Context: an optimization exercise on an open-source flow, tuned for small area and a short achievable clock period. The choices shown serve that exercise and are no tape-out recipe. No run shown here included a check of the RTL's function; only the layout flow was run. Power is estimated from default activity; no workload was simulated.

<file path="flow/config.mk">
export PLATFORM = sky130hd
export DESIGN_NAME = fairq_top
export DESIGN_NICKNAME = fairq_top
export VERILOG_FILES = /design/flow/design.v
export SDC_FILE = /design/flow/constraint.sdc
export NUM_CORES = 4
export LEC_CHECK = 0
export CAP_MARGIN = 20
export CORE_MARGIN = 2
export CORE_UTILIZATION = 40
export SLEW_MARGIN = 20
</file>
<file path="flow/constraint.sdc">
create_clock -name core_clock -period 8.5 [get_ports {clk}]
set_input_delay 1.7000 -clock core_clock [delete_from_list [all_inputs] [get_ports {clk}]]
set_output_delay 1.7000 -clock core_clock [all_outputs]
set_load 0.01 [all_outputs]
</file>
<file path="flow/design.v">
`default_nettype none
package fairq_pkg;
   typedef logic [64-1:0]              data_word_t;
   typedef logic [8-1:0]              ctrl_t;
   typedef logic [$clog2(8)-1:0]      queue_idx_t;
   typedef logic [8-1:0]              queue_mask_t;
   typedef logic [19-1:0]         sram_addr_t;
   typedef logic [15:0]                            flow_count_t;
   typedef logic [15:0]                            share_t;
   typedef logic [15:0]                            window_t;
   typedef enum logic [8:0] {
      CTRL_WORD = 9'b0_0000_0001,
      WORD_1    = 9'b0_0000_0010,
      WORD_2    = 9'b0_0000_0100,
      WORD_3    = 9'b0_0000_1000,
      WORD_4    = 9'b0_0001_0000,
      WORD_5    = 9'b0_0010_0000,
      WORD_6    = 9'b0_0100_0000,
      WORD_7    = 9'b0_1000_0000,
      WAIT_EOP  = 9'b1_0000_0000
   } parse_state_t;
   function automatic window_t ones_add(input window_t a, input window_t b);
      logic [16:0] sum;
      sum = {1'b0, a} + {1'b0, b};
      ones_add = sum[15:0] + {15'b0, sum[16]};
   endfunction
endpackage
`default_nettype wire
`timescale 1ns/1ps
`default_nettype none
module fairq_header_parser (
   input  logic                    clk,
   input  logic                    reset,
   input  logic                    in_wr,
   input  fairq_pkg::ctrl_t        in_ctrl,
   input  fairq_pkg::data_word_t   in_data,
   output logic                    ev_open,
   output logic                    ev_close,
   output fairq_pkg::queue_idx_t   dst_queue,
   output logic                    header_word,
   output logic                    rewrite_word,
   output fairq_pkg::queue_idx_t   src_queue
);
   localparam logic [3:0] S_CTRL = 4'd0;
   localparam logic [3:0] S_W1   = 4'd1;
   localparam logic [3:0] S_W2   = 4'd2;
   localparam logic [3:0] S_W3   = 4'd3;
   localparam logic [3:0] S_W4   = 4'd4;
   localparam logic [3:0] S_W5   = 4'd5;
   localparam logic [3:0] S_W6   = 4'd6;
   localparam logic [3:0] S_W7   = 4'd7;
   localparam logic [3:0] S_EOP  = 4'd8;
   logic [3:0]    state;
   logic [3:0]    state_next;
   logic          single_dest;
   logic          web_port;
   logic          word_6_seen;
   logic          hdr_single;
   logic [15:0]   ether_type;
   logic [7:0]    ip_proto;
   logic [15:0]   tcp_src_port;
   logic [15:0]   tcp_dst_port;
   logic          tcp_fin;
   logic          tcp_syn;
   logic          tcp_rst;
   logic          tcp_ack;
   assign ether_type   = in_data[31:16];
   assign ip_proto     = in_data[7:0];
   assign tcp_src_port = in_data[47:32];
   assign tcp_dst_port = in_data[31:16];
   assign tcp_fin      = in_data[0];
   assign tcp_syn      = in_data[1];
   assign tcp_rst      = in_data[2];
   assign tcp_ack      = in_data[4];
   assign web_port = (tcp_src_port == 16'd80) || (tcp_src_port == 16'd5001) ||
                     (tcp_dst_port == 16'd80) || (tcp_dst_port == 16'd5001);
   assign hdr_single = (in_data[7:0] != 8'd0) &&
                       ((in_data[7:0] & (in_data[7:0] - 8'd1)) == 8'd0);
   assign header_word = in_wr && (state == S_CTRL) && (in_ctrl == 8'hFF);
   always_comb begin
      state_next = state;
      if (in_wr) begin
         case (state)
            S_CTRL: if (in_ctrl == 8'hFF) state_next = S_W1;
            S_W1:   state_next = S_W2;
            S_W2:   state_next = (ether_type == 16'h0800) ? S_W3 : S_EOP;
            S_W3:   state_next = (ip_proto == 8'd6) ? S_W4 : S_EOP;
            S_W4:   state_next = S_W5;
            S_W5:   state_next = web_port ? S_W6 : S_EOP;
            S_W6:   state_next = (tcp_ack && !tcp_syn && !tcp_fin && !tcp_rst) ? S_W7 : S_EOP;
            default: state_next = S_EOP;
         endcase
         if (state != S_CTRL && in_ctrl != 8'd0) state_next = S_CTRL;
      end
   end
   always_ff @(posedge clk) begin
      if (reset) state <= S_CTRL;
      else       state <= state_next;
   end
   always_ff @(posedge clk) begin
      if (header_word) begin
         src_queue   <= in_data[16 +: 3];
         single_dest <= hdr_single;
         dst_queue   <= {|(in_data[7:0] & 8'b1111_0000),
                         |(in_data[7:0] & 8'b1100_1100),
                         |(in_data[7:0] & 8'b1010_1010)};
      end
   end
   assign word_6_seen = in_wr && (state == S_W6) && single_dest;
   assign ev_open  = word_6_seen && tcp_syn && tcp_ack;
   assign ev_close = word_6_seen && tcp_fin;
   assign rewrite_word = in_wr && (state == S_W7);
endmodule
`default_nettype wire
`timescale 1ns/1ps
`default_nettype none
module fairq_queue_lane (
   input  logic                   clk,
   input  logic                   reset,
   input  logic                   cap_en,
   input  logic [16:0]            cap_bus,
   input  logic                   open_en,
   input  fairq_pkg::flow_count_t open_bus,
   input  logic                   diff_en,
   input  fairq_pkg::flow_count_t diff_bus,
   input  logic                   set_live,
   output logic                   live,
   output logic [16:0]            cap4,
   output fairq_pkg::flow_count_t open_count,
   output fairq_pkg::flow_count_t flow_diff
);
   always_ff @(posedge clk) begin
      if (cap_en)  cap4       <= cap_bus;
      if (open_en) open_count <= open_bus;
      if (diff_en) flow_diff  <= diff_bus;
   end
   always_ff @(posedge clk) begin
      if (reset)         live <= 1'b0;
      else if (set_live) live <= 1'b1;
   end
endmodule
`default_nettype wire
`timescale 1ns/1ps
`default_nettype none
module fairq_sub #(
   parameter int W = 17
) (
   input  logic [W-1:0] a,
   input  logic [W-1:0] b,
   output logic [W-1:0] d,
   output logic         ge
);
   localparam int L = $clog2(W);
   logic [W-1:0] x;
   logic [W-1:0] g [L+1];
   logic [W-1:0] p [L+1];
   assign x    = ~(a ^ b);
   assign g[0] = {a[W-1:1] & ~b[W-1:1], a[0] | ~b[0]};
   assign p[0] = x;
   for (genvar l = 0; l < L; l++) begin : g_level
      for (genvar i = 0; i < W; i++) begin : g_bit
         if (i >= (1 << l)) begin : g_join
            assign g[l+1][i] = g[l][i] | (p[l][i] & g[l][i-(1<<l)]);
            assign p[l+1][i] = p[l][i] & p[l][i-(1<<l)];
         end else begin : g_pass
            assign g[l+1][i] = g[l][i];
            assign p[l+1][i] = p[l][i];
         end
      end
   end
   assign d  = x ^ {g[L][W-2:0], 1'b1};
   assign ge = g[L][W-1];
endmodule
module fairq_eac_add (
   input  logic [15:0] a,
   input  logic [15:0] b,
   output logic [15:0] s
);
   logic [15:0] x;
   logic [15:0] g [5];
   logic [15:0] p [5];
   assign x    = a ^ b;
   assign g[0] = a & b;
   assign p[0] = x;
   for (genvar l = 0; l < 4; l++) begin : g_level
      for (genvar i = 0; i < 16; i++) begin : g_bit
         assign g[l+1][i] = g[l][i] | (p[l][i] & g[l][(i+16-(1<<l))%16]);
         if (l < 3) begin : g_prop
            assign p[l+1][i] = p[l][i] & p[l][(i+16-(1<<l))%16];
         end else begin : g_noprop
            assign p[l+1][i] = 1'b0;
         end
      end
   end
   assign s = x ^ {g[4][14:0], g[4][15]};
endmodule
module fairq_window_rewriter (
   input  logic                    clk,
   input  logic                    reset,
   input  logic                    in_wr,
   input  fairq_pkg::ctrl_t        in_ctrl,
   input  fairq_pkg::data_word_t   in_data,
   input  logic                    rewrite_word,
   input  fairq_pkg::queue_idx_t   src_queue,
   input  logic                    port_free,
   output fairq_pkg::queue_idx_t   div_queue,
   output fairq_pkg::queue_idx_t   div_queue_next,
   input  logic                    port_live,
   input  logic [16:0]             port_cap4,
   input  fairq_pkg::flow_count_t  port_open,
   input  fairq_pkg::flow_count_t  port_diff,
   output logic                    out_wr,
   output fairq_pkg::ctrl_t        out_ctrl,
   output fairq_pkg::data_word_t   out_data
);
   localparam logic [3:0] LAST = 4'd14;
   logic [3:0]    step_count;
   logic [15:0]   divisor;
   logic [15:0]   remainder;
   logic [12:0]   quotient;
   logic          live_s;
   logic          sat;
   logic          open_ge;
   logic [15:0]   unused_open_d;
   logic          diff_ok;
   logic [16:0]   part;
   logic [16:0]   dif;
   logic          ge;
   logic          sat_lo;
   logic [3:0]    unused_sat_d;
   logic [12:0]   code;
   fairq_sub #(.W(16)) u_flows (
      .a  (port_open),
      .b  (port_diff),
      .d  (unused_open_d),
      .ge (open_ge)
   );
   assign diff_ok = (port_diff != 16'd0) && open_ge;
   fairq_sub #(.W(4)) u_sat (
      .a  (remainder[3:0]),
      .b  (divisor[3:0]),
      .d  (unused_sat_d),
      .ge (sat_lo)
   );
   assign part = {remainder, quotient[12]};
   fairq_sub #(.W(17)) u_step (
      .a  (part),
      .b  ({1'b0, divisor}),
      .d  (dif),
      .ge (ge)
   );
   always_ff @(posedge clk) begin
      if (reset) begin
         step_count <= 4'd0;
      end else if (step_count == 4'd0) begin
         if (port_free) step_count <= 4'd1;
      end else if (step_count == LAST) begin
         step_count <= 4'd0;
      end else begin
         step_count <= step_count + 4'd1;
      end
   end
   assign div_queue_next = reset ? 3'd0 :
                           (step_count == LAST) ? div_queue + 3'd1 : div_queue;
   always_ff @(posedge clk) begin
      div_queue <= div_queue_next;
   end
   always_ff @(posedge clk) begin
      if (step_count == 4'd0) begin
         live_s    <= port_live;
         divisor   <= diff_ok ? port_diff : 16'd1;
         remainder <= {12'd0, port_cap4[16:13]};
         quotient  <= port_cap4[12:0];
      end else if (step_count != LAST) begin
         if (step_count == 4'd1)
            sat <= (divisor[15:4] == 12'd0) && sat_lo;
         remainder <= ge ? dif[15:0] : part[15:0];
         quotient  <= {quotient[11:0], ge};
      end
   end
   always_comb begin
      if (!live_s)                     code = 13'd0;
      else if (sat)                    code = 13'd1;
      else if (quotient[12:8] == 5'd0) code = 13'h100;
      else                             code = quotient;
   end
   logic [12:0]   win_code [8];
   logic [12:0]   code_bus;
   logic [12:0]   src_code;
   assign code_bus = reset ? 13'd0 : code;
   for (genvar q = 0; q < 8; q++) begin : g_code
      always_ff @(posedge clk) begin
         if (reset || (step_count == LAST && div_queue == 3'(q)))
            win_code[q] <= code_bus;
      end
   end
   assign src_code = win_code[src_queue];
   logic                  has_share;
   fairq_pkg::window_t    new_window;
   always_ff @(posedge clk) begin
      has_share  <= (src_code != 13'd0);
      new_window <= (src_code[12:8] == 5'd0) ? 16'hFFFF : {src_code, 3'b000};
   end
   fairq_pkg::window_t    old_window;
   fairq_pkg::window_t    old_checksum;
   fairq_pkg::window_t    csa_sum;
   fairq_pkg::window_t    csa_carry;
   fairq_pkg::window_t    ck_sum;
   fairq_pkg::data_word_t data_next;
   assign old_window   = in_data[63:48];
   assign old_checksum = in_data[47:32];
   assign csa_sum   = old_window ^ old_checksum ^ new_window;
   assign csa_carry = (~old_window & ~old_checksum) | (~old_window & new_window) |
                      (~old_checksum & new_window);
   fairq_eac_add u_ck (
      .a (csa_sum),
      .b ({csa_carry[14:0], csa_carry[15]}),
      .s (ck_sum)
   );
   assign data_next = (rewrite_word && has_share) ?
                      {new_window, ~ck_sum, in_data[31:0]} : in_data;
   always_ff @(posedge clk) begin
      if (reset) out_wr <= 1'b0;
      else       out_wr <= in_wr;
   end
   always_ff @(posedge clk) begin
      out_ctrl <= in_ctrl;
      out_data <= data_next;
   end
endmodule
`default_nettype wire
`timescale 1ns/1ps
`default_nettype none
module fairq_top (
   input  logic                   clk,
   input  logic                   reset,
   input  logic                   in_wr,
   input  fairq_pkg::ctrl_t       in_ctrl,
   input  fairq_pkg::data_word_t  in_data,
   input  logic                   rd_dst_addr,
   input  fairq_pkg::queue_idx_t  dst_oq,
   input  fairq_pkg::sram_addr_t  dst_oq_high_addr,
   input  fairq_pkg::sram_addr_t  dst_oq_low_addr,
   output logic                   out_wr,
   output fairq_pkg::ctrl_t       out_ctrl,
   output fairq_pkg::data_word_t  out_data
);
   logic                      ev_open;
   logic                      ev_close;
   logic                      header_word;
   logic                      rewrite_word;
   fairq_pkg::queue_idx_t     src_queue;
   fairq_pkg::queue_idx_t     dst_queue;
   fairq_pkg::sram_addr_t     new_capacity;
   logic                      unused_cap_ge;
   logic                      new_cap_nz;
   logic [8-1:0] lane_live;
   logic [16:0]               lane_cap4  [8];
   fairq_pkg::flow_count_t    lane_open  [8];
   fairq_pkg::flow_count_t    lane_diff  [8];
   fairq_pkg::queue_idx_t     div_queue;
   fairq_pkg::queue_idx_t     div_queue_next;
   fairq_pkg::queue_idx_t     sel_next;
   fairq_pkg::queue_mask_t    sel_hot;
   logic                      a_next;
   logic                      b_next;
   fairq_pkg::queue_idx_t     b_queue_next;
   logic                      port_free;
   logic                      sel_live;
   logic [16:0]               sel_cap4;
   fairq_pkg::flow_count_t    sel_open;
   fairq_pkg::flow_count_t    sel_diff;
   logic                      same_queue;
   logic                      a_open;
   logic                      a_close;
   logic                      a_two;
   logic                      b_open_early;
   logic                      b_close_early;
   logic                      b_open;
   logic                      b_close;
   fairq_pkg::queue_idx_t     b_queue;
   logic                      do_open;
   logic                      do_close;
   logic                      open_two;
   logic [16:0]               cap_bus;
   fairq_pkg::flow_count_t    open_bus;
   fairq_pkg::flow_count_t    diff_bus;
   fairq_pkg::flow_count_t    diff_step;
   fairq_header_parser u_parser (
      .clk           (clk),
      .reset         (reset),
      .in_wr         (in_wr),
      .in_ctrl       (in_ctrl),
      .in_data       (in_data),
      .ev_open       (ev_open),
      .ev_close      (ev_close),
      .dst_queue     (dst_queue),
      .header_word   (header_word),
      .rewrite_word  (rewrite_word),
      .src_queue     (src_queue)
   );
   assign same_queue = (src_queue == dst_queue);
   always_ff @(posedge clk) begin
      if (reset) begin
         a_open        <= 1'b0;
         a_close       <= 1'b0;
         b_open_early  <= 1'b0;
         b_close_early <= 1'b0;
         b_open        <= 1'b0;
         b_close       <= 1'b0;
      end else begin
         a_open        <= ev_open;
         a_close       <= ev_close && same_queue;
         b_open_early  <= ev_open && !same_queue;
         b_close_early <= ev_close && !same_queue;
         b_open        <= b_open_early;
         b_close       <= b_close_early;
      end
   end
   assign b_queue_next = (ev_open || ev_close) ? dst_queue : b_queue;
   always_ff @(posedge clk) begin
      if (ev_open || ev_close) a_two <= same_queue;
      b_queue <= b_queue_next;
   end
   assign port_free = !(a_open || a_close || b_open || b_close);
   assign a_next    = (ev_open || (ev_close && same_queue)) && !reset;
   assign b_next    = b_open_early || b_close_early;
   always_comb begin
      if (a_next)      sel_next = src_queue;
      else if (b_next) sel_next = b_queue_next;
      else             sel_next = div_queue_next;
   end
   always_ff @(posedge clk) begin
      sel_hot <= 8'd1 << sel_next;
   end
   always_comb begin
      sel_live = 1'b0;
      sel_cap4 = '0;
      sel_open = '0;
      sel_diff = '0;
      for (int q = 0; q < 8; q++) begin
         sel_live = sel_live | (sel_hot[q] & lane_live[q]);
         sel_cap4 = sel_cap4 | ({17{sel_hot[q]}} & lane_cap4[q]);
         sel_open = sel_open | ({16{sel_hot[q]}} & lane_open[q]);
         sel_diff = sel_diff | ({16{sel_hot[q]}} & lane_diff[q]);
      end
   end
   assign do_open  = a_open || b_open;
   assign do_close = a_close || b_close;
   assign open_two = a_open && a_two;
   always_comb begin
      if (do_open && do_close) diff_step = open_two ? 16'd1 : 16'd0;
      else if (do_open)        diff_step = open_two ? 16'd2 : 16'd1;
      else                     diff_step = 16'hFFFF;
   end
   assign open_bus = reset ? 16'd0 : sel_open + (open_two ? 16'd2 : 16'd1);
   assign diff_bus = reset ? 16'd0 : sel_diff + diff_step;
   fairq_sub #(.W(19)) u_cap (
      .a  (dst_oq_high_addr),
      .b  (dst_oq_low_addr),
      .d  (new_capacity),
      .ge (unused_cap_ge)
   );
   assign new_cap_nz = (dst_oq_high_addr != dst_oq_low_addr);
   assign cap_bus    = reset ? 17'd0 : new_capacity[18:2];
   for (genvar q = 0; q < 8; q++) begin : g_lane
      logic cap_hit, open_hit, close_hit;
      assign cap_hit   = rd_dst_addr && (dst_oq == 3'(q));
      assign open_hit  = do_open && sel_hot[q];
      assign close_hit = do_close && sel_hot[q];
      fairq_queue_lane u_lane (
         .clk         (clk),
         .reset       (reset),
         .cap_en      (reset || cap_hit),
         .cap_bus     (cap_bus),
         .open_en     (reset || open_hit),
         .open_bus    (open_bus),
         .diff_en     (reset || open_hit || close_hit),
         .diff_bus    (diff_bus),
         .set_live    ((cap_hit && new_cap_nz) || open_hit || close_hit),
         .live        (lane_live[q]),
         .cap4        (lane_cap4[q]),
         .open_count  (lane_open[q]),
         .flow_diff   (lane_diff[q])
      );
   end
   fairq_window_rewriter u_rewriter (
      .clk          (clk),
      .reset        (reset),
      .in_wr        (in_wr),
      .in_ctrl      (in_ctrl),
      .in_data      (in_data),
      .rewrite_word (rewrite_word),
      .src_queue    (src_queue),
      .port_free    (port_free),
      .div_queue    (div_queue),
      .div_queue_next (div_queue_next),
      .port_live    (sel_live),
      .port_cap4    (sel_cap4),
      .port_open    (sel_open),
      .port_diff    (sel_diff),
      .out_wr       (out_wr),
      .out_ctrl     (out_ctrl),
      .out_data     (out_data)
   );
endmodule
`default_nettype wire
</file>
<file path="flow/flow/run.sh">
#!/bin/bash
# The standard layout (standard.sh, unchanged synthesis and steps) with two
# knobs the flow settings cannot reach: port buffers are buf_2 cells instead
# of the default delay cells, and timing repair aims for a larger setup slack.
# make's output goes to flow.log here; each ORFS step keeps its own log under
# orfs/logs/.
set -euo pipefail
export BUFFER_PORTS_ARGS="-buffer_cell sky130_fd_sc_hd__buf_2"
export SETUP_SLACK_MARGIN=7
bash standard.sh > flow.log 2>&1
</file>
<file path="flow/standard.sh">
#!/bin/bash
# synth_recipe.tcl (not shown) runs the flow's synth.tcl, then flattens the netlist and writes it again
# the make line also repeats each setting of config.mk as NAME=value (left out here)
make -C /OpenROAD-flow-scripts/flow DESIGN_CONFIG=/design/flow/config.mk WORK_HOME=/design/flow/orfs CLKGATE_MAP_FILE= SYNTH_SCRIPT=/design/flow/synth_recipe.tcl "${@:-finish}"
</file>
==> load_flow_metrics.sql, run 1 <==
INSERT INTO impl_metrics (metric_group, metric, value, unit) VALUES
('outcome', 'outcome', 'finished clean', ''),
('setup_path', 'setup.worst_path.class', 'in -> reg', ''),
('layout', 'nNetsFinal', '3193', ''),
('die', 'floorplan.die.height', '274', 'µm'),
('die', 'starting_utilization_of_the_core_area', '0.402', ''),
('layout', 'layout_commonest_cell', 'sky130_fd_sc_hd__edfxtp_1', ''),
('setup_path', 'reg2regPathDepth', '13', ''),
('power_and_ir_drop', 'internal-power', '7.21', 'mW'),
('layout', 'seq_area', '19000', 'µm²'),
('power_and_ir_drop', 'total_switching_power', '2.83', 'mW'),
('grt', 'first_global_vias', '23400', ''),
('routing', 'drt-pass1-iter-count', '6', ''),
('die', 'die_x', '274', 'µm'),
('synth', 'ys.warnings.count', '23', ''),
('cts', 'cts_hold_buf', '0', ''),
('grt', 'grt_pass1_wl', '151000', 'µm'),
('routing', 'routed_wire_length_per_instance', '27.2', 'µm'),
('setup_path', 'regToRegStartpoint', 'sel_hot[3]', ''),
('setup_path', 'critPathLaunchType', 'input port', ''),
('power_and_ir_drop', 'report.power.total', '10.0', 'mW'),
('layout', 'diode_count', '0', ''),
('layout', 'multi_input_comb_area', '14000', 'µm²'),
('grt', 'global_route.usage.total', '0.272', ''),
('sta', 'hold_violations', '0', ''),
('cts', 'h_tree_levels', '3', ''),
('synth', 'edff_count_synth', '539', ''),
('routing', 'antenna_violating_nets_post_route', '0', ''),
('job', 'drv.max_cap_violation_count', '0', ''),
('setup_path', 'timing.critical_path.required', '9.02', 'ns'),
('setup_path', 'worst_ep_arrival_time', '3.94', 'ns'),
('cts', 'root_driver', 'sky130_fd_sc_hd__clkbuf_16', ''),
('synth', 'yosysUniqueCellTypes', '90', ''),
('synth', 'mapped_nets', '2464', ''),
('die', 'num_io_pins', '190', ''),
('routing', 'detailedRoute.firstIterationViolations', '2360', ''),
('power_and_ir_drop', 'p_clk_frac', '0.334', ''),
('synth', 'synth_ff_type', 'sky130_fd_sc_hd__edfxtp_1', ''),
('synth', 'syn_avg_cell_area', '13.0', 'µm²'),
('routing', 'wirelength_met1', '41300', 'µm'),
('routing', 'drc', '0', ''),
('setup_path', 'cp-endpoint', 'u_rewriter.out_data[45]', ''),
('grt', 'grt_antenna_before_repair', '2', ''),
('place', 'buffer_ports.inserted', '189', ''),
('cts', 'cts_inserted_buffers', '75', ''),
('sta', 'relSlewSlack', '0.599', ''),
('grt', 'globalRouteOverflowTotal', '0', ''),
('sta', 'rsz0062_at_grt', 'yes', ''),
('sta', 'min_period', '3.41', 'ns'),
('power_and_ir_drop', 'comb_power_share', '0.255', ''),
('die', 'placementRows', '99', ''),
('setup_path', 'crit_fanout', '3', ''),
('power_and_ir_drop', 'ir_worst_vdd', '0.193', 'mV'),
('die', 'core', '72600', 'µm²'),
('synth', 'ys_top_cells_by_area', 'sky130_fd_sc_hd__edfxtp_1, sky130_fd_sc_hd__dfxtp_1, sky130_fd_sc_hd__a22oi_1, sky130_fd_sc_hd__ha_1, sky130_fd_sc_hd__nor2_1', ''),
('synth', 'sequential_share_of_the_synthesized_area', '0.648', ''),
('layout', 'nFillCells', '4952', ''),
('die', 'die_area', '75100', 'µm²'),
('layout', 'final_layout_size_suffix_gt1_frac', '0.531', ''),
('setup_path', 'r2r_slack', '5.18', 'ns'),
('setup_path', 'regToRegEndpoint', 'u_rewriter.divisor[14]', ''),
('synth', 'yosys_register_bits', '675', ''),
('sta', 'final.setup.tns', '0', 'ns'),
('sta', 'achievable-frequency', '0.293', 'GHz'),
('sta', 'worst_clock_skew', '0.0482', 'ns'),
('sta', 'finalSetupViolCount', '0', ''),
('grt', 'maximum_number_of_pins_on_one_net_before_global_route_repair', '40', ''),
('cts', 'cts_tree', 'yes', ''),
('cts', 'clkTransAtPathRegs', '0.06', 'ns'),
('routing', 'avgViaCountPerCell', '5.93', ''),
('routing', 'dr_wl_met3', '9180', 'µm'),
('worst_hold_path', 'hold_path_class', 'reg -> reg', '');
-- per-layer routing --
metal	vias up	track usage
met3	377	0.0581
met2	1299	0.449
met5	-	0
li1	10100	-
met1	11800	0.343
met4	2	0.128
-- layout make-up --
cell class / count / area share
sequential: 675 / 0.413
clock inverter: 39 / 0.0104
tap: 959 / 0.0260
inverter: 115 / 0.0134
timing repair buffer: 734 / 0.190
clock buffer: 99 / 0.0444
multi-input combinational: 1365 / 0.303
-- cells by family (layout without fill, tap and decap cells) --
group           after synthesis  count (layout)  share of synthesized area
fa+ha+maj                   111             111                     0.0524
xor+xnor                     62              62                     0.0186
flops                       675             675                      0.648
compound gates              613             631                      0.146
simple gates                527             527                     0.0898
buf+inv                     215             987                     0.0328
mux                          34              34                     0.0121
-- what timing repair did --
item	4_1_cts	5_1_grt
gates cloned	67	2
endpoints found under the setup margin	1243	1217
pin swaps	280	222
gates resized for setup	851	294
endpoints found under the hold margin	0	0
buffers inserted	357	116
-- cells in the mapped netlist (12+ instances only) --
| master | number |
|---|---|
| sky130_fd_sc_hd__a211oi_1 | 12 |
| sky130_fd_sc_hd__a31oi_1 | 28 |
| sky130_fd_sc_hd__fa_1 | 19 |
| sky130_fd_sc_hd__ha_1 | 91 |
| sky130_fd_sc_hd__o21ai_1 | 14 |
| sky130_fd_sc_hd__a22oi_1 | 156 |
| sky130_fd_sc_hd__buf_4 | 12 |
| sky130_fd_sc_hd__buf_2 | 22 |
| sky130_fd_sc_hd__nor4_1 | 17 |
| sky130_fd_sc_hd__dfxtp_1 | 136 |
| sky130_fd_sc_hd__nand2_1 | 92 |
| sky130_fd_sc_hd__and4_1 | 17 |
| sky130_fd_sc_hd__nand3_1 | 23 |
| sky130_fd_sc_hd__and2_1 | 13 |
| sky130_fd_sc_hd__o21bai_1 | 13 |
| sky130_fd_sc_hd__a21o_1 | 45 |
| sky130_fd_sc_hd__xor2_1 | 22 |
| sky130_fd_sc_hd__nand4_1 | 44 |
| sky130_fd_sc_hd__a21oi_1 | 110 |
| sky130_fd_sc_hd__nor2_1 | 186 |
| sky130_fd_sc_hd__nor3_1 | 43 |
| sky130_fd_sc_hd__xnor2_1 | 40 |
| sky130_fd_sc_hd__or2_1 | 12 |
| sky130_fd_sc_hd__o21ai_0 | 79 |
| sky130_fd_sc_hd__nor2b_1 | 21 |
| sky130_fd_sc_hd__a221oi_1 | 38 |
| sky130_fd_sc_hd__o31ai_1 | 18 |
| sky130_fd_sc_hd__o21a_1 | 15 |
| sky130_fd_sc_hd__nand2b_1 | 15 |
| sky130_fd_sc_hd__mux2i_1 | 25 |
| sky130_fd_sc_hd__buf_1 | 22 |
| sky130_fd_sc_hd__edfxtp_1 | 539 |
| sky130_fd_sc_hd__a22o_1 | 26 |
| sky130_fd_sc_hd__clkbuf_1 | 35 |
| sky130_fd_sc_hd__inv_1 | 110 |
-- worst min-delay path by stage --
stage,cells after the start,to
after floorplan,2,u_rewriter.out_data[61]
after global placement,1,b_queue[1]
after detailed placement,2,g_lane[0].u_lane.live
after CTS,1,b_queue[1]
after global routing,1,b_close
final,1,b_close
-- critical path, stage by stage --
cell                       delay [ns]
sky130_fd_sc_hd__buf_8           0.08
sky130_fd_sc_hd__inv_8           0.03
sky130_fd_sc_hd__fa_1            0.55
sky130_fd_sc_hd__ha_4            0.24
sky130_fd_sc_hd__a21oi_4         0.17
sky130_fd_sc_hd__o21bai_1        0.11
sky130_fd_sc_hd__a21oi_2         0.35
sky130_fd_sc_hd__o31ai_4         0.15
sky130_fd_sc_hd__buf_4           0.17
sky130_fd_sc_hd__a31oi_4         0.15
sky130_fd_sc_hd__xnor2_1         0.14
sky130_fd_sc_hd__a21oi_1         0.10
-- power groups by stage --
stage               Combinational, mW  Sequential, mW  Clock [mW]
finish                           2.56            4.13        3.35
global route                     2.68            4.15        3.50
CTS                              2.17            4.11        3.37
detailed placement               1.44            4.17           0
global placement                 1.42            4.16           0
floorplan                        1.11            4.13           0
-- metrics by stage --
stage                     instance area [µm²]  std cells  setup WS (ns)   util  hold WS (ns)
final                                   46200       3986           5.09  0.636         0.486
after global routing                    46200       3986           5.00  0.636         0.502
after CTS                               43800       3868           5.25  0.604         0.483
after detailed placement                33000       3306           4.23  0.454         0.471
after global placement                  33000       3306           4.21  0.454         0.467
after floorplan                         31800       2237           4.76      -         0.442
-- registers in the layout, summed over array words and instances, names as in the netlist, 3 cells and up --
register / count
u_parser.src_queue: 3
u_rewriter.out_ctrl: 8
b_queue: 3
u_rewriter.remainder: 16
u_rewriter.quotient: 13
g_lane.u_lane.cap4: 136
g_lane.u_lane.flow_diff: 128
u_rewriter.divisor: 16
sel_hot: 8
u_rewriter.out_data: 64
u_rewriter.win_code: 104
u_rewriter.div_queue: 3
g_lane.u_lane.live: 8
u_parser.dst_queue: 3
u_rewriter.step_count: 4
g_lane.u_lane.open_count: 128
u_rewriter.new_window: 14
u_parser.state: 4
==> inputs of run 2 (changes only) <==
--- a/flow/flow/run.sh
+++ b/flow/flow/run.sh
@@ -6,5 +6,5 @@
 # orfs/logs/.
 set -euo pipefail
 export BUFFER_PORTS_ARGS="-buffer_cell sky130_fd_sc_hd__buf_2"
-export SETUP_SLACK_MARGIN=7
+export SETUP_SLACK_MARGIN=6
 bash standard.sh > flow.log 2>&1
==> run 2 against run 1 <==
Count of clock-buffer cells in the layout shrank 3. Power shrank 5.2%. Sequential share of layout area rose by 5.2 points. Design area fell by 12%. Critical path type is now reg -> reg.
==> load_flow_metrics.sql, run 2 <==
INSERT INTO impl_metrics (metric_group, metric, value, unit) VALUES
('sta', 'timing_worst_slew_pin_value', '0.721', 'ns'),
('cts', 'clkSinkCount', '675', ''),
('layout', 'nFillCells', '5665', ''),
('die', 'die_area', '75100', 'µm²'),
('grt', 'global_route.usage.total', '0.226', ''),
('routing', 'drt-pass1-iter-count', '8', ''),
('cts', 'clkTransAtPathRegs', '0.06', 'ns'),
('routing', 'postRouteWirelength', '88500', 'µm'),
('routing', 'vias', '21200', ''),
('cts', 'cts_inserted_buffers', '74', ''),
('setup_path', 'timing.critical_path.to_type', 'register', ''),
('sta', 'relSlewSlack', '0.520', ''),
('synth', 'gate_count_after_technology_mapping', '2237', ''),
('synth', 'yosysUniqueCellTypes', '90', ''),
('sta', 'worst_clock_skew', '0.0230', 'ns'),
('die', 'die_x', '274', 'µm'),
('setup_path', 'setup.worst_path.class', 'reg -> reg', ''),
('setup_path', 'worst_ep_arrival_time', '3.79', 'ns'),
('cts', 'cts_tree', 'yes', ''),
('place', 'placed_cells', '3306', ''),
('synth', 'mapped_nets', '2464', ''),
('sta', 'period_share', '0.404', ''),
('synth', 'synth.top_cell.area_share', '0.555', ''),
('synth', 'ys.warnings.count', '23', ''),
('routing', 'detailedRoute.firstIterationViolations', '1784', ''),
('sta', 'rsz0062_at_grt', 'yes', ''),
('power_and_ir_drop', 'p_clk_frac', '0.338', ''),
('worst_hold_path', 'hold_path_class', 'reg -> reg', ''),
('sta', 'final.setup.worst_slack', '5.07', 'ns'),
('sta', 'achievable-frequency', '0.291', 'GHz'),
('layout', 'final_cells', '3721', ''),
('synth', 'syn_area', '29200', 'µm²'),
('cts', 'clk_buf_depth', '3', ''),
('synth', 'ys_async_sr_fraction', '0', ''),
('die', 'num_io_pins', '190', ''),
('routing', 'antenna_violating_nets_post_route', '0', ''),
('sta', 'min_period', '3.43', 'ns'),
('place', 'buffer_ports.inserted', '189', ''),
('cts', 'root_driver', 'sky130_fd_sc_hd__clkbuf_16', ''),
('layout', 'mostFrequentLayoutCells', 'sky130_fd_sc_hd__edfxtp_1, sky130_fd_sc_hd__buf_4, sky130_fd_sc_hd__a22oi_1', ''),
('synth', 'yosys_register_bits', '675', ''),
('layout', 'layout_commonest_cell', 'sky130_fd_sc_hd__edfxtp_1', ''),
('routing', 'drc', '0', ''),
('layout', 'flip_flop_count_of_the_largest_register_after_layout', '136', ''),
('cts', 'h_tree_levels', '3', ''),
('cts', 'cts_hold_buf', '0', ''),
('layout', 'final_core_occ', '0.562', ''),
('power_and_ir_drop', 'total_switching_power', '2.62', 'mW'),
('layout', 'nNetsFinal', '2929', ''),
('synth', 'synth_ff_type', 'sky130_fd_sc_hd__edfxtp_1', ''),
('synth', 'edff_count_synth', '539', ''),
('routing', 'routed_wire_length_per_instance', '23.8', 'µm'),
('power_and_ir_drop', 'internal-power', '6.89', 'mW'),
('synth', 'netlist.top_cell.by_area', 'sky130_fd_sc_hd__edfxtp_1', ''),
('layout', 'reg_top3', 'g_lane.u_lane.cap4: 136 flops, g_lane.u_lane.flow_diff: 128 flops, g_lane.u_lane.open_count: 128 flops', ''),
('grt', 'maximum_number_of_pins_on_one_net_before_global_route_repair', '63', ''),
('synth', 'ys_top_cells_by_area', 'sky130_fd_sc_hd__edfxtp_1, sky130_fd_sc_hd__dfxtp_1, sky130_fd_sc_hd__a22oi_1, sky130_fd_sc_hd__ha_1, sky130_fd_sc_hd__nor2_1', ''),
('place', 'dpl_worst_slack', '4.30', 'ns'),
('sta', 'finalSetupViolCount', '0', ''),
('die', 'floorplan.die.height', '274', 'µm'),
('sta', 'hold_violations', '0', ''),
('power_and_ir_drop', 'power.density_cell_area', '233', 'nW/µm²'),
('outcome', 'outcome', 'finished clean', ''),
('grt', 'first_global_vias', '21100', ''),
('place', 'postPlaceCellArea', '32400', 'µm²'),
('power_and_ir_drop', 'power.switching_fraction', '0.276', ''),
('synth', 'syn_avg_cell_area', '13.0', 'µm²'),
('layout', 'fin_area', '40800', 'µm²'),
('power_and_ir_drop', 'comb_power_share', '0.232', ''),
('synth', 'sequential_share_of_the_synthesized_area', '0.648', ''),
('synth', 'synth.most_common_cell', 'sky130_fd_sc_hd__edfxtp_1', ''),
('cts', 'insertion_delay_to_the_later_sink_of_the_worst_skew_pair', '0.63', 'ns'),
('die', 'starting_utilization_of_the_core_area', '0.402', ''),
('power_and_ir_drop', 'pwr-share-seq', '0.430', ''),
('layout', 'seq_area', '19000', 'µm²'),
('die', 'placementRows', '99', ''),
('grt', 'globalRouteOverflowTotal', '0', ''),
('layout', 'syn2layout_area_growth', '39.9', '%'),
('place', 'gp_routability_congestion', '0.905', ''),
('setup_path', 'critPathLaunchType', 'register', ''),
('grt', 'grt_antenna_before_repair', '0', ''),
('power_and_ir_drop', 'ir_worst_vdd', '0.202', 'mV'),
('sta', 'final.setup.tns', '0', 'ns'),
('layout', 'diode_count', '0', ''),
('synth', 'synth_commonest_cells', 'sky130_fd_sc_hd__edfxtp_1, sky130_fd_sc_hd__nor2_1, sky130_fd_sc_hd__a22oi_1', ''),
('job', 'drv.max_cap_violation_count', '0', ''),
('sta', 'final_max_slew_viol_count', '0', ''),
('layout', 'final_layout_size_suffix_gt1_frac', '0.420', ''),
('setup_path', 'crit_fanout', '8', ''),
('grt', 'grt_pass1_wl', '129000', 'µm'),
('die', 'core', '72600', 'µm²'),
('routing', 'avgViaCountPerCell', '5.69', ''),
('layout', 'top_register', 'g_lane.u_lane.cap4', ''),
('place', 'hpwlAfterDp', '48900', 'µm'),
('layout', 'multi_input_comb_area', '12800', 'µm²'),
('setup_path', 'timing.critical_path.required', '8.86', 'ns'),
('power_and_ir_drop', 'power.static_leakage', '15.1', 'nW');
-- run 2: cell types whose count changed in the layout (fill, tap and decap cells not counted), sizes merged --
cell,change
clkinvlp,-1
a41o,-2
a31o,-4
inv,+6
nand2,+1
a21o,-12
bufinv,-2
clkinv,-2
bufbuf,+5
buf,-252
clkbuf,-2
-- run 2: what timing repair did --
| action | CTS | global route |
|---|---|---|
| cloned | 21 | 3 |
| pin swaps | 223 | 215 |
| buffers inserted | 178 | 77 |
| resized for setup | 455 | 257 |
| setup endpoints to repair | 1141 | 589 |
| endpoints found under the hold margin | 0 | 0 |
-- run 2: worst max-delay path: stages, from the launching register on --
cell	delay, ns
sky130_fd_sc_hd__dfxtp_4	0.35
sky130_fd_sc_hd__buf_12	0.14
sky130_fd_sc_hd__a22oi_2	0.16
sky130_fd_sc_hd__and4_4	0.28
sky130_fd_sc_hd__clkinvlp_4	0.11
sky130_fd_sc_hd__ha_4	0.17
sky130_fd_sc_hd__fa_2	0.35
sky130_fd_sc_hd__a211oi_2	0.24
sky130_fd_sc_hd__o21bai_1	0.14
sky130_fd_sc_hd__a31oi_2	0.20
sky130_fd_sc_hd__o21ai_2	0.11
sky130_fd_sc_hd__o41ai_4	0.43
sky130_fd_sc_hd__buf_4	0.20
sky130_fd_sc_hd__xor2_4	0.19
sky130_fd_sc_hd__nor2_4	0.09
-- run 2: final cells by class --
type / count / area share
Clock buffer: 96 / 0.0489
Clock inverter: 40 / 0.0107
Inverter: 115 / 0.0132
Multi-Input combinational cell: 1348 / 0.314
Sequential cell: 675 / 0.465
Tap cell: 959 / 0.0294
Timing Repair Buffer: 488 / 0.118
-- run 2: metrics by stage --
step	power [mW]	hold WS, ns
after CTS	9.24	0.485
final	9.52	0.484
after global routing	9.87	0.499
after detailed placement	5.54	0.465
after global placement	5.50	0.462
after floorplan	5.17	0.445
-- run 2: final timing paths --
kind	from	end	slack (ns)	cells after the start
setup / recovery	sel_hot[1]	g_lane[0].u_lane.flow_diff[12]	5.07	14
hold / removal	b_open_early	b_open	0.48	1
setup reg to reg	sel_hot[1]	g_lane[0].u_lane.flow_diff[12]	5.07	14
hold reg to reg	b_open_early	b_open	0.48	1
-- run 2: cells by family after synthesis --
logic type / share of synthesized area
muxes: 0.0121
DFF: 0.648
adders and majority gates: 0.0524
AOI/OAI and AO/OA: 0.146
buffers and inverters: 0.0328
and+or+nand+nor: 0.0898
xor gates and xnor gates: 0.0186
-- run 2: power by group through the flow --
stage                     Sequential, mW  Combinational (mW)  Clock, mW
after floorplan                     4.12                1.06          0
after global placement              4.14                1.36          0
after detailed placement            4.16                1.38          0
after CTS                           4.09                1.88       3.27
after global routing                4.12                2.34       3.40
final                               4.09                2.21       3.22
-- run 2: per-layer routing --
metal | vias up | part of all wire | track usage
li1 | 9524 | - | -
met1 | 10600 | 0.41 | 0.294
met2 | 849 | 0.49 | 0.382
met3 | 157 | 0.071 | 0.0404
met4 | 0 | 0.029 | 0.0757
met5 | - | 0 | 0
==> inputs of run 3 (changes only) <==
--- a/flow/flow/run.sh
+++ b/flow/flow/run.sh
@@ -6,5 +6,5 @@
 # orfs/logs/.
 set -euo pipefail
 export BUFFER_PORTS_ARGS="-buffer_cell sky130_fd_sc_hd__buf_2"
-export SETUP_SLACK_MARGIN=6
+export SETUP_SLACK_MARGIN=5
 bash standard.sh > flow.log 2>&1
==> run 3 against run 2 <==
Still clean. Core utilization decreased by 8.9 points. Clock power decreased by 1%. Routed wire length decreased by 13%. Register-to-register slack improved by 0.03 ns. Worst setup slack got worse by 0.047 ns. Hold slack got worse by 0.022 ns. First-iteration DRC count decreased by 10%. Count of clock-buffer cells in the layout decreased by 1. Critical path type is now in -> reg. Critical endpoint is now u_rewriter.out_data[44].
==> load_flow_metrics.sql, run 3 <==
INSERT INTO impl_metrics (metric_group, metric, value, unit) VALUES
('setup_path', 'critPathLaunchType', 'input port', ''),
('synth', 'synth_top_family_by_area', 'compound AO/OA/AOI/OAI gates', ''),
('power_and_ir_drop', 'comb_power_share', '0.157', ''),
('die', 'die_x', '274', 'µm'),
('sta', 'achievable-frequency', '0.287', 'GHz'),
('die', 'num_io_pins', '190', ''),
('cts', 'h_tree_levels', '3', ''),
('power_and_ir_drop', 'power.density_cell_area', '251', 'nW/µm²'),
('synth', 'yosys_register_bits', '675', ''),
('sta', 'period_share', '0.409', ''),
('synth', 'edff_count_synth', '539', ''),
('worst_hold_path', 'hold_path_class', 'reg -> reg', ''),
('cts', 'clkTransAtPathRegs', '0.06', 'ns'),
('synth', 'synth_commonest_cells', 'sky130_fd_sc_hd__edfxtp_1, sky130_fd_sc_hd__nor2_1, sky130_fd_sc_hd__a22oi_1', ''),
('power_and_ir_drop', 'ir_worst_vdd', '0.172', 'mV'),
('die', 'core', '72600', 'µm²'),
('synth', 'ys_async_sr_fraction', '0', ''),
('place', 'dpl_worst_slack', '4.06', 'ns'),
('routing', 'routed_wire_length_per_instance', '22.2', 'µm'),
('sta', 'rsz0062_at_grt', 'yes', ''),
('sta', 'hold_violations', '0', ''),
('layout', 'nFillCells', '6423', ''),
('routing', 'avgViaCountPerCell', '5.63', ''),
('sta', 'relSlewSlack', '0.295', ''),
('synth', 'syn_avg_cell_area', '13.0', 'µm²'),
('die', 'starting_utilization_of_the_core_area', '0.402', ''),
('grt', 'globalRouteOverflowTotal', '0', ''),
('power_and_ir_drop', 'power.switching_fraction', '0.262', ''),
('setup_path', 'timing.critical_path.to_type', 'register', ''),
('sta', 'finalSetupViolCount', '0', ''),
('routing', 'drc', '0', ''),
('layout', 'reg_top3', 'g_lane.u_lane.cap4: 136 flops, g_lane.u_lane.flow_diff: 128 flops, g_lane.u_lane.open_count: 128 flops', ''),
('setup_path', 'most_repeated_library_cell_on_the_critical_path', 'sky130_fd_sc_hd__a21oi_1', ''),
('routing', 'drt-pass1-iter-count', '5', ''),
('grt', 'grt_pass1_wl', '116000', 'µm'),
('synth', 'sequential_share_of_the_synthesized_area', '0.648', ''),
('layout', 'flip_flop_count_of_the_largest_register_after_layout', '136', ''),
('grt', 'first_global_vias', '19400', ''),
('routing', 'detailedRoute.firstIterationViolations', '1605', ''),
('sta', 'min_period', '3.48', 'ns'),
('die', 'floorplan.die.height', '274', 'µm'),
('synth', 'syn_area', '29200', 'µm²'),
('synth', 'yosys.area_share.adder', '0.0524', ''),
('synth', 'synth_xor_xnor_area_share', '0.0186', ''),
('outcome', 'outcome', 'finished clean', ''),
('cts', 'clkSinkCount', '675', ''),
('synth', 'mapped_nets', '2464', ''),
('sta', 'worst_clock_skew', '0.0254', 'ns'),
('setup_path', 'slowest_stage', 'sky130_fd_sc_hd__fa_1', ''),
('place', 'placed_cells', '3302', ''),
('synth', 'ys_top_cells_by_area', 'sky130_fd_sc_hd__edfxtp_1, sky130_fd_sc_hd__dfxtp_1, sky130_fd_sc_hd__a22oi_1, sky130_fd_sc_hd__ha_1, sky130_fd_sc_hd__nor2_1', ''),
('setup_path', 'largest_incremental_delay_on_the_critical_path', '0.53', 'ns'),
('place', 'buffer_ports.inserted', '189', ''),
('power_and_ir_drop', 'total_switching_power', '2.26', 'mW'),
('job', 'drv.max_cap_violation_count', '0', ''),
('cts', 'cts_hold_buf', '0', ''),
('layout', 'syn2layout_area_growth', '17.8', '%'),
('sta', 'timing_worst_slew_pin_value', '1.05', 'ns'),
('setup_path', 'setup.worst_path.class', 'in -> reg', ''),
('routing', 'antenna_violating_nets_post_route', '0', ''),
('place', 'gp_routability_congestion', '0.922', ''),
('place', 'hpwlAfterDp', '48400', 'µm'),
('setup_path', 'timing.critical_path.required', '8.96', 'ns'),
('routing', 'vias', '19500', ''),
('grt', 'grt_antenna_before_repair', '0', ''),
('cts', 'cts_inserted_buffers', '74', ''),
('layout', 'nNetsFinal', '2680', ''),
('synth', 'synth_compound_gate_area_share', '0.146', ''),
('synth', 'synthMuxAreaShare', '0.0121', ''),
('power_and_ir_drop', 'p_clk_frac', '0.369', ''),
('layout', 'layout_commonest_cell', 'sky130_fd_sc_hd__edfxtp_1', ''),
('layout', 'final_cells', '3471', ''),
('routing', 'postRouteWirelength', '76900', 'µm'),
('synth', 'synth_ff_type', 'sky130_fd_sc_hd__edfxtp_1', ''),
('sta', 'final.setup.tns', '0', 'ns'),
('layout', 'diode_count', '0', ''),
('synth', 'ys.warnings.count', '23', ''),
('synth', 'netlist.top_cell.by_area', 'sky130_fd_sc_hd__edfxtp_1', ''),
('synth', 'synth.most_common_cell', 'sky130_fd_sc_hd__edfxtp_1', ''),
('grt', 'maximum_number_of_pins_on_one_net_before_global_route_repair', '63', ''),
('cts', 'cts_tree', 'yes', ''),
('die', 'placementRows', '99', ''),
('synth', 'synth-simple-area-share', '0.0898', ''),
('cts', 'root_driver', 'sky130_fd_sc_hd__clkbuf_16', ''),
('layout', 'final_layout_size_suffix_gt1_frac', '0.200', ''),
('cts', 'clk_buf_depth', '3', ''),
('setup_path', 'critical_path.n_buffers_inverters', '2', ''),
('setup_path', 'crit_fanout', '6', ''),
('cts', 'insertion_delay_to_the_later_sink_of_the_worst_skew_pair', '0.63', 'ns'),
('setup_path', 'critical_path.cell_chain', 'buf_2 > inv_2 > fa_1 > ha_4 > a21oi_2 > o21bai_1 > a21oi_1 > o31ai_1 > a31oi_1 > xnor2_1 > a21oi_1', ''),
('setup_path', 'worst_ep_arrival_time', '3.94', 'ns'),
('layout', 'mostFrequentLayoutCells', 'sky130_fd_sc_hd__edfxtp_1, sky130_fd_sc_hd__buf_2, sky130_fd_sc_hd__nor2_1', ''),
('grt', 'global_route.usage.total', '0.202', ''),
('sta', 'final.setup.worst_slack', '5.02', 'ns'),
('die', 'die_area', '75100', 'µm²'),
('power_and_ir_drop', 'power.static_leakage', '12.7', 'nW'),
('power_and_ir_drop', 'pwr-share-seq', '0.474', ''),
('synth', 'synth.top_cell.area_share', '0.555', ''),
('synth', 'yosysUniqueCellTypes', '90', ''),
('setup_path', 'crit_family', 'compound AO/OA/AOI/OAI gates', ''),
('power_and_ir_drop', 'internal-power', '6.37', 'mW'),
('layout', 'final_core_occ', '0.473', ''),
('sta', 'final_max_slew_viol_count', '0', ''),
('layout', 'top_register', 'g_lane.u_lane.cap4', ''),
('synth', 'gate_count_after_technology_mapping', '2237', '');
run 3: cell counts after synthesis:
No cell type changed its count.
run 3: repair_timing:
action                     CTS  global route
gates cloned                 1             0
setup buffers               26             7
setup endpoints to repair  289           218
pin swaps                   11            27
resized for setup           45            64
run 3: area by class of cell:
type	count	area, µm²	area share
Inverter	115	460	0.0134
Timing Repair Buffer	240	1490	0.0433
Multi-Input combinational cell	1347	9850	0.287
Clock inverter	40	417	0.0121
Sequential cell	675	18900	0.551
Tap cell	959	1200	0.0349
Clock buffer	95	2010	0.0586
run 3: path summary, 6_finish.rpt:
kind               start                      end  cells after the start  slack, ns
max          in_data[41]  u_rewriter.out_data[44]                     11       5.02
max reg2reg   sel_hot[1]    u_rewriter.divisor[4]                     13       5.10
min           b_queue[2]               b_queue[2]                      1       0.46
min reg2reg   b_queue[2]               b_queue[2]                      1       0.46
run 3: layer usage:
layer  share of wire  wire [µm]  vias to the layer above  track usage
met5               0          0                        -            0
met4           0.025       1960                        0       0.0598
met3           0.060       4590                      150       0.0324
met2            0.49      37900                      693        0.349
met1            0.42      32500                     9678        0.263
li1                -          -                     9011            -
run 3: through the flow:
stage | instance area (µm²) | hold slack, ns | power [mW]
4_1_cts | 34100 | 0.465 | 8.65
2_1_floorplan | 29500 | 0.432 | 5.07
5_1_grt | 34400 | 0.476 | 8.98
3_3_place_gp | 31200 | 0.445 | 5.40
3_5_place_dp | 31200 | 0.452 | 5.44
6_report | 34400 | 0.462 | 8.63
run 3: kinds of logic after synthesis:
logic type | Yosys count
AOI/OAI and AO/OA | 613
xor gates and xnor gates | 62
adders and majority gates | 111
buffers and inverters | 215
DFF | 675
muxes | 34
and+or+nand+nor | 527
run 3: power groups by stage:
| stage | registers, mW | logic (mW) | clock network [mW] |
|---|---|---|---|
| after floorplan | 4.12 | 0.952 | 0 |
| after global placement | 4.15 | 1.25 | 0 |
| after detailed placement | 4.16 | 1.28 | 0 |
| after CTS | 4.09 | 1.31 | 3.25 |
| after global routing | 4.12 | 1.49 | 3.37 |
| final | 4.09 | 1.35 | 3.18 |
run 3: worst register-to-register path: cells and delay by family, from the launching register on:
kind            cells  cell delay, ns
compound gates      7            1.50
simple gates        2            0.39
fa+ha+maj           1            0.30
buf+inv             3            0.58
flops               1            0.39

## static timing again, ports no longer ideal
No port has a modelled driver above. Below, the same layouts with a new extraction and two added sets of constraints. Step 1 assumes that a clkbuf_16 drives the clock port and a buf_2 every other input. Step 2 moves the port delays by t, midway between the first and last clock arrival at a register: inputs arrive t later, outputs are due t later. That takes back most of the time a late clock gives input paths. Three values: ideal, step 1, step 2; two values: the first two.
| run | shift t [ns] | setup WS [ns] | worst setup path after step 2 | clock arrival spread, ns | slew at the worst register clock pin (ns) |
|---|---|---|---|---|---|
| run 1 | 0.690 | 5.086 / 5.084 / 4.394 | input to register | 0.052 / 0.052 | 0.07 / 0.07 |
| run 2 | 0.676 | 5.067 / 5.067 / 4.428 | input to register | 0.028 / 0.028 | 0.06 / 0.06 |
| run 3 | 0.674 | 5.019 / 5.010 / 4.336 | input to register | 0.038 / 0.038 | 0.06 / 0.06 |
After both steps every run listed still meets setup and hold. The setup slack of run 1, which loses most, moves by -0.002 ns with the drivers and by -0.692 ns with both steps.
